Source: an optimization exercise on an open RTL-to-GDS flow (aim: small area). Production flows keep margins and buffers that such runs may drop.
Function was checked by simulation only, so behaviour that the tests miss may differ from the original.
Power is estimated from default activity; no workload was simulated.

$ cat flow/design.v
module cdb_snoop (
    input  logic        ready,
    input  logic [4:0]  tag,
    input  logic [31:0] value,
    input  logic        cdb0_valid,
    input  logic [4:0]  cdb0_tag,
    input  logic [31:0] cdb0_value,
    input  logic        cdb1_valid,
    input  logic [4:0]  cdb1_tag,
    input  logic [31:0] cdb1_value,
    output logic        rdy,
    output logic [31:0] val
);
    logic hit0, hit1;
    assign hit0 = cdb0_valid && (cdb0_tag == tag);
    assign hit1 = cdb1_valid && (cdb1_tag == tag);
    assign rdy = ready || hit0 || hit1;
    always_comb begin
        if (ready)     val = value;
        else if (hit0) val = cdb0_value;
        else if (hit1) val = cdb1_value;
        else           val = {27'b0, tag};
    end
endmodule
module kind_enc (
    input  logic       is_store,
    input  logic [2:0] funct3,
    output logic [2:0] kind
);
    always_comb begin
        if (!is_store)      kind = funct3;
        else if (funct3[1]) kind = 3'b111;
        else if (funct3[0]) kind = 3'b110;
        else                kind = 3'b011;
    end
endmodule
module agu (
    input  logic [31:0] base,
    input  logic [31:0] imm,
    input  logic [2:0]  kind,
    input  logic [31:0] store_data,
    output logic [31:0] addr,
    output logic [1:0]  offset,
    output logic        is_store,
    output logic [3:0]  mask,
    output logic [31:0] wdata
);
    logic [31:0] sum;
    logic        sz_byte, sz_half;
    assign sum = base + imm;
    assign offset = sum[1:0];
    assign addr = {sum[31:2], 2'b00};
    assign is_store = (kind[1] && kind[0]) || (kind[2] && kind[1]);
    assign sz_byte  = (kind[1:0] == 2'b00) || (kind == 3'b011);
    assign sz_half  = (kind[1:0] == 2'b01) || (kind == 3'b110);
    always_comb begin
        if (sz_byte)      mask = 4'b0001 << offset;
        else if (sz_half) mask = 4'b0011 << offset;
        else              mask = 4'b1111;
    end
    always_comb begin
        if (!is_store)    wdata = '0;
        else if (sz_byte) wdata = {24'b0, store_data[7:0]} << {offset, 3'b000};
        else if (sz_half) wdata = {16'b0, store_data[15:0]} << {offset[1], 4'b0000};
        else              wdata = store_data;
    end
endmodule
module load_align (
    input  logic [31:0] word,
    input  logic [1:0]  offset,
    input  logic [2:0]  kind,
    output logic [31:0] data
);
    logic [7:0]  lane_byte;
    logic [15:0] lane_half;
    assign lane_byte = word[{offset, 3'b000} +: 8];
    assign lane_half = word[{offset[1], 4'b0000} +: 16];
    always_comb begin
        case (kind)
            3'b000:  data = {{24{lane_byte[7]}}, lane_byte};
            3'b100:  data = {24'b0, lane_byte};
            3'b001:  data = {{16{lane_half[15]}}, lane_half};
            3'b101:  data = {16'b0, lane_half};
            3'b010:  data = word;
            default: data = '0;
        endcase
    end
endmodule
module lsq_queue (
    input  logic             clk,
    input  logic             enqueue,
    input  logic [2:0]       tail_idx,
    input  logic [31:0]      d_imm,
    input  logic [31:0]      d_v1,
    input  logic [31:0]      d_v2,
    input  logic             d_r1,
    input  logic             d_r2,
    input  logic [4:0]       d_rob,
    input  logic [2:0]       d_kind,
    input  logic             cdb0_valid,
    input  logic [4:0]       cdb0_tag,
    input  logic [31:0]      cdb0_value,
    input  logic             cdb1_valid,
    input  logic [4:0]       cdb1_tag,
    input  logic [31:0]      cdb1_value,
    output logic [7:0][31:0] e_imm,
    output logic [7:0][31:0] e_v1,
    output logic [7:0][31:0] e_v2,
    output logic [7:0]       e_done,
    output logic [7:0][4:0]  e_rob,
    output logic [7:0][2:0]  e_kind
);
    logic [7:0] e_r1;
    logic [7:0] e_r2;
    for (genvar i = 0; i < 8; i++) begin : g_entry
        logic [4:0] tag1, tag2;
        logic       hit10, hit11, hit20, hit21;
        assign tag1 = e_v1[i][4:0];
        assign tag2 = e_v2[i][4:0];
        assign hit10 = !e_r1[i] && cdb0_valid && cdb0_tag == tag1;
        assign hit11 = !e_r1[i] && cdb1_valid && cdb1_tag == tag1;
        assign hit20 = !e_r2[i] && cdb0_valid && cdb0_tag == tag2;
        assign hit21 = !e_r2[i] && cdb1_valid && cdb1_tag == tag2;
        logic       we, s10, s11, k1, s20, s21, k2;
        logic [31:0] v1_next, v2_next;
        assign we  = enqueue && tail_idx == 3'(i);
        assign s10 = !we && hit10;
        assign s11 = !we && !hit10 && hit11;
        assign k1  = !we && !hit10 && !hit11;
        assign s20 = !we && hit20;
        assign s21 = !we && !hit20 && hit21;
        assign k2  = !we && !hit20 && !hit21;
        assign v1_next = ({32{we}} & d_v1) | ({32{s10}} & cdb0_value) |
                         ({32{s11}} & cdb1_value) | ({32{k1}} & e_v1[i]);
        assign v2_next = ({32{we}} & d_v2) | ({32{s20}} & cdb0_value) |
                         ({32{s21}} & cdb1_value) | ({32{k2}} & e_v2[i]);
        always_ff @(posedge clk) begin
            e_v1[i] <= v1_next;
            e_v2[i] <= v2_next;
            if (we) begin
                e_imm[i]  <= d_imm;
                e_r1[i]   <= d_r1;
                e_r2[i]   <= d_r2;
                e_rob[i]  <= d_rob;
                e_kind[i] <= d_kind;
                e_done[i] <= 1'b0;
            end else begin
                if (hit10 || hit11) e_r1[i] <= 1'b1;
                if (hit20 || hit21) e_r2[i] <= 1'b1;
                e_done[i] <= e_r1[i] && e_r2[i];
            end
        end
    end
endmodule
module lsq_head_ctrl (
    input  logic        head_valid,
    input  logic        head_done,
    input  logic [2:0]  head_kind,
    input  logic [4:0]  head_rob_tag,
    input  logic [31:0] head_imm,
    input  logic [31:0] head_rs1_value,
    input  logic [31:0] head_rs2_value,
    input  logic        flush,
    input  logic [31:0] mem_rdata,
    input  logic        mem_ready,
    output logic        mem_read,
    output logic [31:0] mem_addr,
    output logic        result_valid,
    output logic [4:0]  res_rob_tag,
    output logic        res_is_store,
    output logic [31:0] res_addr,
    output logic [3:0]  res_mask,
    output logic [31:0] res_wdata,
    output logic [31:0] res_load_data,
    output logic        dequeue
);
    logic        issue;
    logic        is_store;
    logic [1:0]  offset;
    logic [31:0] addr;
    agu agu_inst (
        .base       (head_rs1_value),
        .imm        (head_imm),
        .kind       (head_kind),
        .store_data (head_rs2_value),
        .addr       (addr),
        .offset     (offset),
        .is_store   (is_store),
        .mask       (res_mask),
        .wdata      (res_wdata)
    );
    load_align load_align_inst (
        .word   (mem_rdata),
        .offset (offset),
        .kind   (head_kind),
        .data   (res_load_data)
    );
    assign issue = head_valid && head_done && !flush;
    assign mem_read = issue && !is_store;
    assign result_valid = issue && (is_store || mem_ready);
    assign dequeue = result_valid;
    assign mem_addr = addr;
    assign res_addr = addr;
    assign res_rob_tag = head_rob_tag;
    assign res_is_store = is_store;
endmodule
module lsq_unit (
    input  logic        clk,
    input  logic        reset,
    input  logic        flush,
    input  logic        disp_valid,
    input  logic        disp_is_load,
    input  logic        disp_is_store,
    input  logic [2:0]  disp_funct3,
    input  logic [4:0]  disp_rob_tag,
    input  logic [31:0] disp_imm,
    input  logic        disp_rs1_ready,
    input  logic [4:0]  disp_rs1_tag,
    input  logic [31:0] disp_rs1_value,
    input  logic        disp_rs2_ready,
    input  logic [4:0]  disp_rs2_tag,
    input  logic [31:0] disp_rs2_value,
    input  logic        cdb0_valid,
    input  logic [4:0]  cdb0_tag,
    input  logic [31:0] cdb0_value,
    input  logic        cdb1_valid,
    input  logic [4:0]  cdb1_tag,
    input  logic [31:0] cdb1_value,
    input  logic [31:0] mem_rdata,
    input  logic        mem_ready,
    output logic        full,
    output logic        mem_read,
    output logic [31:0] mem_addr,
    output logic        result_valid,
    output logic [4:0]  res_rob_tag,
    output logic        res_is_store,
    output logic [31:0] res_addr,
    output logic [3:0]  res_mask,
    output logic [31:0] res_wdata,
    output logic [31:0] res_load_data
);
    logic [3:0]  head_ptr;
    logic [3:0]  tail_ptr;
    logic [2:0]  head_idx;
    logic [2:0]  tail_idx;
    logic        empty;
    logic        enqueue;
    logic        dequeue;
    logic [7:0][31:0] e_imm;
    logic [7:0][31:0] e_v1;
    logic [7:0][31:0] e_v2;
    logic [7:0]       e_r1;
    logic [7:0]       e_r2;
    logic [7:0]       e_done;
    logic [7:0][4:0]  e_rob;
    logic [7:0][2:0]  e_kind;
    logic        d1_rdy, d2_rdy;
    logic [31:0] d1_val, d2_val;
    logic [2:0]  d_kind;
    assign head_idx = head_ptr[2:0];
    assign tail_idx = tail_ptr[2:0];
    assign full  = (head_ptr ^ tail_ptr) == 4'b1000;
    assign empty = head_ptr == tail_ptr;
    assign enqueue = disp_valid && !full && !flush;
    cdb_snoop d1_snoop (
        .ready (disp_rs1_ready), .tag (disp_rs1_tag), .value (disp_rs1_value),
        .cdb0_valid, .cdb0_tag, .cdb0_value, .cdb1_valid, .cdb1_tag, .cdb1_value,
        .rdy (d1_rdy), .val (d1_val)
    );
    cdb_snoop d2_snoop (
        .ready (disp_rs2_ready), .tag (disp_rs2_tag), .value (disp_rs2_value),
        .cdb0_valid, .cdb0_tag, .cdb0_value, .cdb1_valid, .cdb1_tag, .cdb1_value,
        .rdy (d2_rdy), .val (d2_val)
    );
    kind_enc kind_enc_inst (
        .is_store (disp_is_store), .funct3 (disp_funct3), .kind (d_kind)
    );
    lsq_queue lsq_queue_inst (
        .clk, .enqueue, .tail_idx,
        .d_imm (disp_imm), .d_v1 (d1_val), .d_v2 (d2_val),
        .d_r1 (d1_rdy), .d_r2 (d2_rdy || disp_is_load),
        .d_rob (disp_rob_tag), .d_kind (d_kind),
        .cdb0_valid, .cdb0_tag, .cdb0_value, .cdb1_valid, .cdb1_tag, .cdb1_value,
        .e_imm, .e_v1, .e_v2, .e_done, .e_rob, .e_kind
    );
    always_ff @(posedge clk) begin
        if (reset || flush) begin
            head_ptr <= '0;
            tail_ptr <= '0;
        end else begin
            if (enqueue) tail_ptr <= tail_ptr + 4'd1;
            if (dequeue) head_ptr <= head_ptr + 4'd1;
        end
    end
    lsq_head_ctrl lsq_head_ctrl_inst (
        .head_valid     (!empty),
        .head_done      (e_done[head_idx]),
        .head_kind      (e_kind[head_idx]),
        .head_rob_tag   (e_rob[head_idx]),
        .head_imm       (e_imm[head_idx]),
        .head_rs1_value (e_v1[head_idx]),
        .head_rs2_value (e_v2[head_idx]),
        .flush, .mem_rdata, .mem_ready,
        .mem_read, .mem_addr, .result_valid, .res_rob_tag, .res_is_store,
        .res_addr, .res_mask, .res_wdata, .res_load_data, .dequeue
    );
endmodule
$ cat flow/run.sh
#!/bin/bash
# synth_recipe.tcl (not shown) runs the flow's synth.tcl, then flattens the netlist and writes it again
# the make line also repeats each setting of config.mk as NAME=value (left out here)
make -C /OpenROAD-flow-scripts/flow DESIGN_CONFIG=/design/flow/config.mk WORK_HOME=/design/flow/orfs CLKGATE_MAP_FILE= SYNTH_SCRIPT=/design/flow/synth_recipe.tcl finish
$ cat flow/config.mk
export PLATFORM = sky130hd
export DESIGN_NAME = lsq_unit
export DESIGN_NICKNAME = lsq_unit
export VERILOG_FILES = /design/flow/design.v
export SDC_FILE = /design/flow/constraint.sdc
export NUM_CORES = 4
export LEC_CHECK = 0
export CAP_MARGIN = 20
export CORE_MARGIN = 2
export CORE_UTILIZATION = 40
export SLEW_MARGIN = 20
$ cat flow/constraint.sdc
create_clock -name core_clock -period 7.0 [get_ports {clk}]
set_input_delay 1.4000 -clock core_clock [delete_from_list [all_inputs] [get_ports {clk}]]
set_output_delay 1.4000 -clock core_clock [all_outputs]
set_load 0.01 [all_outputs]
==> flow_summary.yaml, run 1 <==
status:
  status: "timing/DRC/antenna clean"
routing:
  wl_met1_um: 74500
  route.top_layer_used: "met5"
  drcViolationCount: 0
  drt_pass1_iterations: 5
  drtAntennaViolNets: 0
  wl_per_cell_um: 27.4
  met2_length_um: 83200
  met3WireLength_um: 14900
  drtIter0Drc: 4349
  vias: 40400
  routed_wl_um: 179000
  via_per_inst: 6.19
clock_tree:
  cts_tree: "built"
  clk_pin_slew_worst_paths_ns: 0.06
  cts_max_level: 3
  cts_buffer_depth: 3
  hold_buffers: 0
  cts_made_buffers: 95
  clock-sinks: 864
  cts_root_buffer: "clkbuf_16"
  clock_latency_ns: 0.69
grt:
  grt_pass1_wl_um: 262000
  grtUsageTotal_pct: 27.4
  grt.overflow.total: 0
  grt_max_degree: 88
  antenna_found_initial: 5
  grt_pass1_vias: 38800
final_layout:
  final_core_util_pct: 46.9
  stdcell_area_mm2: 0.0574
  multiInputGateArea_mm2: 0.0263
  regArea_mm2: 0.0207
  fin_nets: 5099
  final.fill_count: 11100
  final_cells: 6527
  drive_gt1_share_pct: 13.8
  area_delta_synth_final_pct: 16.1
die:
  rows: 128
  io_pins: 372
  core_mm2: 0.122
  fp.dieH_um: 356
  start_util_pct: 40.4
  fp.dieW_um: 356
  die_area_mm2: 0.126
worst_setup_path:
  cp_max_fo: 15
  cpMaxStageDelayCell: "clkdlybuf4s50_1"
  max_stage_delay_ns: 0.57
  crit_chain: "buf_4, buf_16, mux4_2, mux2_2, ha_1, inv_1, fa_1, nand2b_1, a21o_1, a21oi_1, a311oi_2, o211ai_1, a211o_2, a311oi_2, xnor2_1, clkdlybuf4s50_1"
  critical_path.top_delay_family: "compound AO/OA/AOI/OAI gates"
  cp.required_ns: 5.60
  crit_type: "flip-flop to output pin"
  critPathBufInv: 4
  cp_common_cell: "a311oi_2"
  r2r_slack_ns: 2.05
  worst-endpoint-arrival_ns: 5.42
  worstSetupStartpointType: "flip-flop"
  cp-end-kind: "output pin"
timing:
  rsz0062_at_grt: "no"
  fin_setup_tns_ns: 0
  worst_slew_pin_slew_ns: 1.16
  fin_crit_ns: 6.82
  timing.slew.headroom_pct: 22.3
  skew_ns: 0.0298
  timing.hold.ws_ns: 0.468
  finalMaxSlewViolations: 0
  fin_crit_sh_pct: 97.4
  fmaxAchievable_mhz: 147
  fin_ws_ns: 0.180
  finalSetupViolations: 0
  hold_viol_final: 0
placed_design:
  dp_slack_ns: 0.502
  portBuffers: 367
  dp.cells: 6340
  dp_hpwl_um: 111000
  placed_area_mm2: 0.0540
  gp_congestion: 0.888
yosys:
  synthesis.area_mm2: 0.0494
  ys_ff_latch: 864
  avgSynthCellArea_um2: 10.3
  syn_inst: 4776
  synth_flop_cell: "dfxtp_1"
  yosysTopAreaCellShare_pct: 21.4
  yosys.area.top_type: "dfxtp_1"
  async_reset_ff_share_pct: 0
  yosys_warnings: 6
  synth_sequential_area_ratio_pct: 41.8
  ys_top_cells_by_area: "dfxtp_1 (21%), edfxtp_1 (20%), mux2i_1 (11%), mux4_2 (9.9%), o211ai_1 (7.6%)"
  synth_edf_count: 336
  ys_types: 75
flow_run:
  cap_violations: 0
pwr:
  peakVddDrop_mv: 0.221
  cellLeakagePower_nw: 20.1
  power_mw: 18.4
  p_per_area_mw_per_mm2: 320
worst_hold_path:
  min_path_type: "flip-flop to flip-flop"
-- kinds of logic (layout without fill, tap and decap cells) --
group	Yosys count	after routing	share of synthesized area, %
AOI/OAI and AO/OA	1335	1335	17.3
DFF	864	864	41.8
and+or+nand+nor	855	855	7.76
muxes	831	831	22.6
buffers and inverters	630	752	5.53
xor gates and xnor gates	217	217	3.85
adders and majority gates	43	43	1.10
other	1	5	0.00759
-- registers in the layout (all words and copies together) (netlist names) --
| name | cells |
|---|---|
| lsq_queue_inst.e_r1 | 8 |
| lsq_queue_inst.e_v2 | 256 |
| lsq_queue_inst.e_done | 8 |
| lsq_queue_inst.e_kind | 24 |
| lsq_queue_inst.e_imm | 256 |
| tail_ptr | 4 |
| head_ptr | 4 |
| lsq_queue_inst.e_v1 | 256 |
| lsq_queue_inst.e_r2 | 8 |
| lsq_queue_inst.e_rob | 40 |
-- repair_timing --
item | CTS | global route
resized for setup | 4 | 3
pin swaps | 0 | 1
setup buffers | 4 | 6
setup endpoints to repair | 7 | 14
cloned | 0 | 2
-- where the power goes --
group / total, mW / internal, mW / switching [mW]
Sequential: 7.55 / 6.62 / 0.928
Clock: 5.12 / 2.90 / 2.22
Combinational: 5.68 / 2.99 / 2.69
Total: 18.4 / 12.5 / 5.83
-- cell usage after synthesis, drive strengths merged (7+ instances only) --
cell / n
nand3: 30
xor2: 107
mux4: 218
xnor2: 110
a21o: 33
o211ai: 500
a22oi: 36
and4bb: 7
and3: 16
nor2: 88
nor4b: 17
nand2b: 15
o22ai: 8
buf: 223
nand4b: 17
o21ai: 535
clkbuf: 354
mux2i: 536
mux2: 77
ha: 42
inv: 53
a221oi: 24
a21oi: 123
nor3: 18
dfxtp: 528
edfxtp: 336
a221o: 29
a22o: 16
nor4: 22
nand4: 23
nand2: 577
-- area by class of cell --
class                           count  area share [%]
Clock buffer                      120            4.45
Timing Repair Buffer              526            8.82
Clock inverter                     53            1.02
Sequential cell                   864            36.0
Antenna cell                        1         0.00436
Inverter                           53           0.353
Multi-Input combinational cell   3285            45.8
Tap cell                         1625            3.54
-- final timing paths --
kind | to | cells past startpoint | startpoint
setup / recovery | res_addr[30] | 16 | head_ptr[0]
hold reg to reg | lsq_queue_inst.e_v2[182] | 1 | lsq_queue_inst.e_v2[182]
hold / removal | lsq_queue_inst.e_v2[182] | 1 | lsq_queue_inst.e_v2[182]
setup reg to reg | lsq_queue_inst.e_imm[200] | 9 | head_ptr[1]
-- metal layers --
layer  global-route usage (%)  up-vias
met4                     9.54        6
met2                     45.1     2006
met5                        0        -
met1                     36.5    20100
li1                         -    18000
met3                     4.55      328
-- layout by cell type, fill, tap and decap left out, drive strengths merged, types with 37 or more instances in the layout --
master,n
nor2,88
inv,56
o211ai,500
dfxtp,528
ha,42
edfxtp,336
clkbuf,122
mux4,218
nand2,577
xor2,107
xnor2,110
o21ai,535
clkdlybuf4s50,366
clkinv,37
buf,158
mux2i,536
mux2,77
a21oi,123
==> inputs of run 2 (changes only) <==
--- a/flow/design.v
+++ b/flow/design.v
@@ -292,14 +292,36 @@
             if (dequeue) head_ptr <= head_ptr + 4'd1;
         end
     end
+    logic [7:0]  head_sel;
+    logic        h_done;
+    logic [2:0]  h_kind;
+    logic [4:0]  h_rob;
+    logic [31:0] h_imm, h_v1, h_v2;
+    assign head_sel = 8'b1 << head_idx;
+    always_comb begin
+        h_done = 1'b0;
+        h_kind = '0;
+        h_rob  = '0;
+        h_imm  = '0;
+        h_v1   = '0;
+        h_v2   = '0;
+        for (int i = 0; i < 8; i++) begin
+            h_done = h_done | (head_sel[i] & e_done[i]);
+            h_kind = h_kind | ({3{head_sel[i]}} & e_kind[i]);
+            h_rob  = h_rob  | ({5{head_sel[i]}} & e_rob[i]);
+            h_imm  = h_imm  | ({32{head_sel[i]}} & e_imm[i]);
+            h_v1   = h_v1   | ({32{head_sel[i]}} & e_v1[i]);
+            h_v2   = h_v2   | ({32{head_sel[i]}} & e_v2[i]);
+        end
+    end
     lsq_head_ctrl lsq_head_ctrl_inst (
         .head_valid     (!empty),
-        .head_done      (e_done[head_idx]),
-        .head_kind      (e_kind[head_idx]),
-        .head_rob_tag   (e_rob[head_idx]),
-        .head_imm       (e_imm[head_idx]),
-        .head_rs1_value (e_v1[head_idx]),
-        .head_rs2_value (e_v2[head_idx]),
+        .head_done      (h_done),
+        .head_kind      (h_kind),
+        .head_rob_tag   (h_rob),
+        .head_imm       (h_imm),
+        .head_rs1_value (h_v1),
+        .head_rs2_value (h_v2),
         .flush, .mem_rdata, .mem_ready,
         .mem_read, .mem_addr, .result_valid, .res_rob_tag, .res_is_store,
         .res_addr, .res_mask, .res_wdata, .res_load_data, .dequeue
--- a/flow/config.mk
+++ b/flow/config.mk
@@ -8,4 +8,5 @@
 export CAP_MARGIN = 20
 export CORE_MARGIN = 2
 export CORE_UTILIZATION = 40
+export CTS_BUF_LIST = sky130_fd_sc_hd__clkbuf_4 sky130_fd_sc_hd__clkbuf_8
 export SLEW_MARGIN = 20
==> run 2 against run 1 <==
Compared with the run above:
- via count grew 8.1%
- utilization up 0.29 points
- maximum frequency about the same
- non-clock buffer count grew 16
- sequential power is 2% higher
- clock power is 3% lower
- combinational power is 6.2% higher
- synthesized area down 3.2%
- still clean
- die area decreased by 3.2%
- largest cell class unchanged
==> flow_summary.yaml, run 2 <==
status:
  status: "timing/DRC/antenna clean"
worst_setup_path:
  r2r_slack_ns: 2.11
  cp_max_fo: 39
  worstReg2RegEnd: "lsq_queue_inst.e_imm[222]"
  reg2reg_depth: 7
  worst-endpoint-arrival_ns: 5.42
  cp-end-kind: "output pin"
  crit_type: "flip-flop to output pin"
  regToRegStartpoint: "head_ptr[2]"
  worstSetupStartpointType: "flip-flop"
  cp-startpoint: "head_ptr[1]"
  crit_path_end: "res_addr[29]"
  cp.required_ns: 5.60
yosys:
  ys_top_cells_by_area: "dfxtp_1 (22%), edfxtp_1 (21%), mux2i_1 (13%), o211ai_1 (8.1%), o21ai_0 (5.8%)"
  avgSynthCellArea_um2: 9.64
  synth_flop_cell: "dfxtp_1"
  synth_edf_count: 336
  async_reset_ff_share_pct: 0
  yosysMostFrequentCell: "nand2_1"
  synth_sequential_area_ratio_pct: 43.2
  yosys_warnings: 6
  yosysTopAreaCellShare_pct: 22.1
  ys_ff_latch: 864
  yosys.area.top_type: "dfxtp_1"
  synth_common_cells: "nand2_1 (653), mux2i_1 (604), o21ai_0 (552)"
  synthesis.area_mm2: 0.0478
  syn_inst: 4962
  ys_types: 69
timing:
  worst_slew_pin_slew_ns: 1.26
  fin_ws_ns: 0.180
  finalSetupViolations: 0
  timing.hold.ws_ns: 0.551
  hold_viol_final: 0
  fin_setup_tns_ns: 0
  fmaxAchievable_mhz: 147
  skew_ns: 0.0382
  fin_crit_sh_pct: 97.4
  finalMaxSlewViolations: 0
  fin_crit_ns: 6.82
  timing.slew.headroom_pct: 15.9
die:
  fp.dieH_um: 350
  io_pins: 372
  core_mm2: 0.118
  rows: 126
  start_util_pct: 40.4
  die_area_mm2: 0.122
  fp.dieW_um: 350
pwr:
  seqPwrFrac_pct: 41.2
  p_sw_share_pct: 33.5
  comb_power_share_pct: 32.3
  p_sw_mw: 6.25
  peakVddDrop_mv: 0.219
  clock_power_share_pct: 26.5
  p_per_area_mw_per_mm2: 334
  power_mw: 18.7
  cellLeakagePower_nw: 20.9
  p_int_mw: 12.4
final_layout:
  final_cells: 6753
  drive_gt1_share_pct: 10.4
  stdcell_area_mm2: 0.0559
  fin_nets: 5308
  final_common_cell: "nand2_1"
  final_cell_mix: "nand2_1 (649), mux2i_1 (604), o21ai_0 (549)"
  final_core_util_pct: 47.2
  area_delta_synth_final_pct: 16.9
  reg_top3: "lsq_queue_inst.e_imm: 256 flops, lsq_queue_inst.e_v1: 256 flops, lsq_queue_inst.e_v2: 256 flops"
  final.fill_count: 11100
placed_design:
  placed_area_mm2: 0.0525
  portBuffers: 367
  gp_congestion: 0.920
  dp_hpwl_um: 118000
  dp.cells: 6463
  dp_slack_ns: 0.307
clock_tree:
  cts_root_buffer: "clkbuf_8"
  cts_max_level: 4
  cts_made_buffers: 153
  cts_tree: "built"
  clk_pin_slew_worst_paths_ns: 0.06
  clock-sinks: 864
  clock_latency_ns: 0.85
  cts_buffer_depth: 3
routing:
  drt_pass1_iterations: 9
  drtAntennaViolNets: 0
  vias: 43600
  via_per_inst: 6.46
  wl_per_cell_um: 28.7
  drcViolationCount: 0
  routed_wl_um: 194000
  drtIter0Drc: 6180
grt:
  antenna_found_initial: 13
  grtUsageTotal_pct: 30.5
  grt_max_degree: 89
  grt_pass1_wl_um: 279000
  grt.overflow.total: 0
  grt_pass1_vias: 40800
flow_run:
  cap_violations: 0
worst_hold_path:
  min_path_type: "flip-flop to flip-flop"
-- run 2: cell types whose count changed after synthesis, sizes merged, moves of 30 or more --
cell    change
a21oi      -82
a221o     +100
a222oi    +231
clkbuf     +30
mux2       -76
mux2i      +68
mux4      -211
nand2      +77
nor2       -31
o21ai      +70
-- run 2: worst min-delay path by stage --
stage	startpoint	slack, ns	cells after the start	to
after floorplan	lsq_queue_inst.e_r1[1]	0.49	1	lsq_queue_inst.e_done[1]
after global placement	tail_ptr[3]	0.52	2	tail_ptr[3]
after detailed placement	tail_ptr[3]	0.53	2	tail_ptr[3]
after CTS	tail_ptr[3]	0.55	2	tail_ptr[3]
after global routing	head_ptr[3]	0.58	2	head_ptr[3]
final	tail_ptr[3]	0.55	2	tail_ptr[3]
-- run 2: cell families after synthesis --
kind of cell	count (synthesis)	share of synthesized area, %
AO/OA/AOI/OAI	1658	24.7
AND/OR/NAND/NOR	882	7.90
flip-flops	864	43.2
buffers and inverters	684	6.03
multiplexers	612	13.0
XOR/XNOR	213	3.90
adder cells (fa/ha/maj)	48	1.27
other	1	0.00784
-- run 2: final cells by class --
cell class | count | area, um2 | area share (%)
flip-flops and latches | 864 | 20700 | 36.9
inverters | 51 | 196 | 0.351
repair buffers | 542 | 5160 | 9.24
clock buffers | 233 | 2890 | 5.16
diodes | 6 | 15.0 | 0.0268
well taps | 1600 | 2000 | 3.58
multi-input cells | 3417 | 24700 | 44.1
clock inverters | 40 | 323 | 0.577
-- run 2: metal layers --
metal | routed length [um] | track usage, % | vias up
li1 | - | - | 19100
met1 | 77400 | 39.5 | 21300
met2 | 88300 | 49.1 | 2741
met3 | 20500 | 6.51 | 470
met4 | 7990 | 13.0 | 14
met5 | 90 | 0 | -
-- run 2: critical path, stage by stage, from the launching register on --
cell	delay [ns]
dfxtp_2	0.39
inv_1	0.13
ha_4	0.28
buf_12	0.23
a222oi_1	0.39
mux2i_1	0.16
a221o_1	0.38
ha_1	0.40
a211oi_1	0.36
o21ai_0	0.17
a21oi_2	0.21
o2111ai_1	0.17
o21ai_0	0.23
buf_4	0.17
mux2i_1	0.17
o2111ai_1	0.18
clkdlybuf4s50_1	0.52
-- run 2: what timing repair did --
item,CTS,global route
hold buffers,0,0
pin swaps,3,6
setup buffers,6,5
gates resized for setup,16,16
setup endpoints to repair,51,24
-- run 2: power groups by stage --
stage	Sequential [mW]	Combinational [mW]	Clock (mW)
finish	7.69	6.03	4.96
floorplan	7.40	4.35	0
CTS	7.65	5.95	5.01
detailed placement	7.75	5.89	0
global placement	7.74	5.75	0
global route	7.82	6.71	5.23

-- separate check: timing with driven ports --
The results above use ideal ports. As a check the final layouts listed here were re-extracted and re-timed, cells and wires unchanged. Step 1 assumes that a clkbuf_16 drives the clock port and a buf_2 every other input. Step 2 times the ports against the registers' clock, not the clock port: input delays grow and output delays shrink by t, the midpoint of the rising clock arrivals with the driver on. Three values: no drivers, after step 1, after step 2; two values: the first two.
run	t, ns	setup slack, ns	clock arrival spread, ns
run 1	0.754	0.180 / 0.105 / 0.860	0.035 / 0.035
run 2	0.893	0.180 / 0.112 / 1.006	0.051 / 0.051
After both steps setup and hold are still met in every run listed.
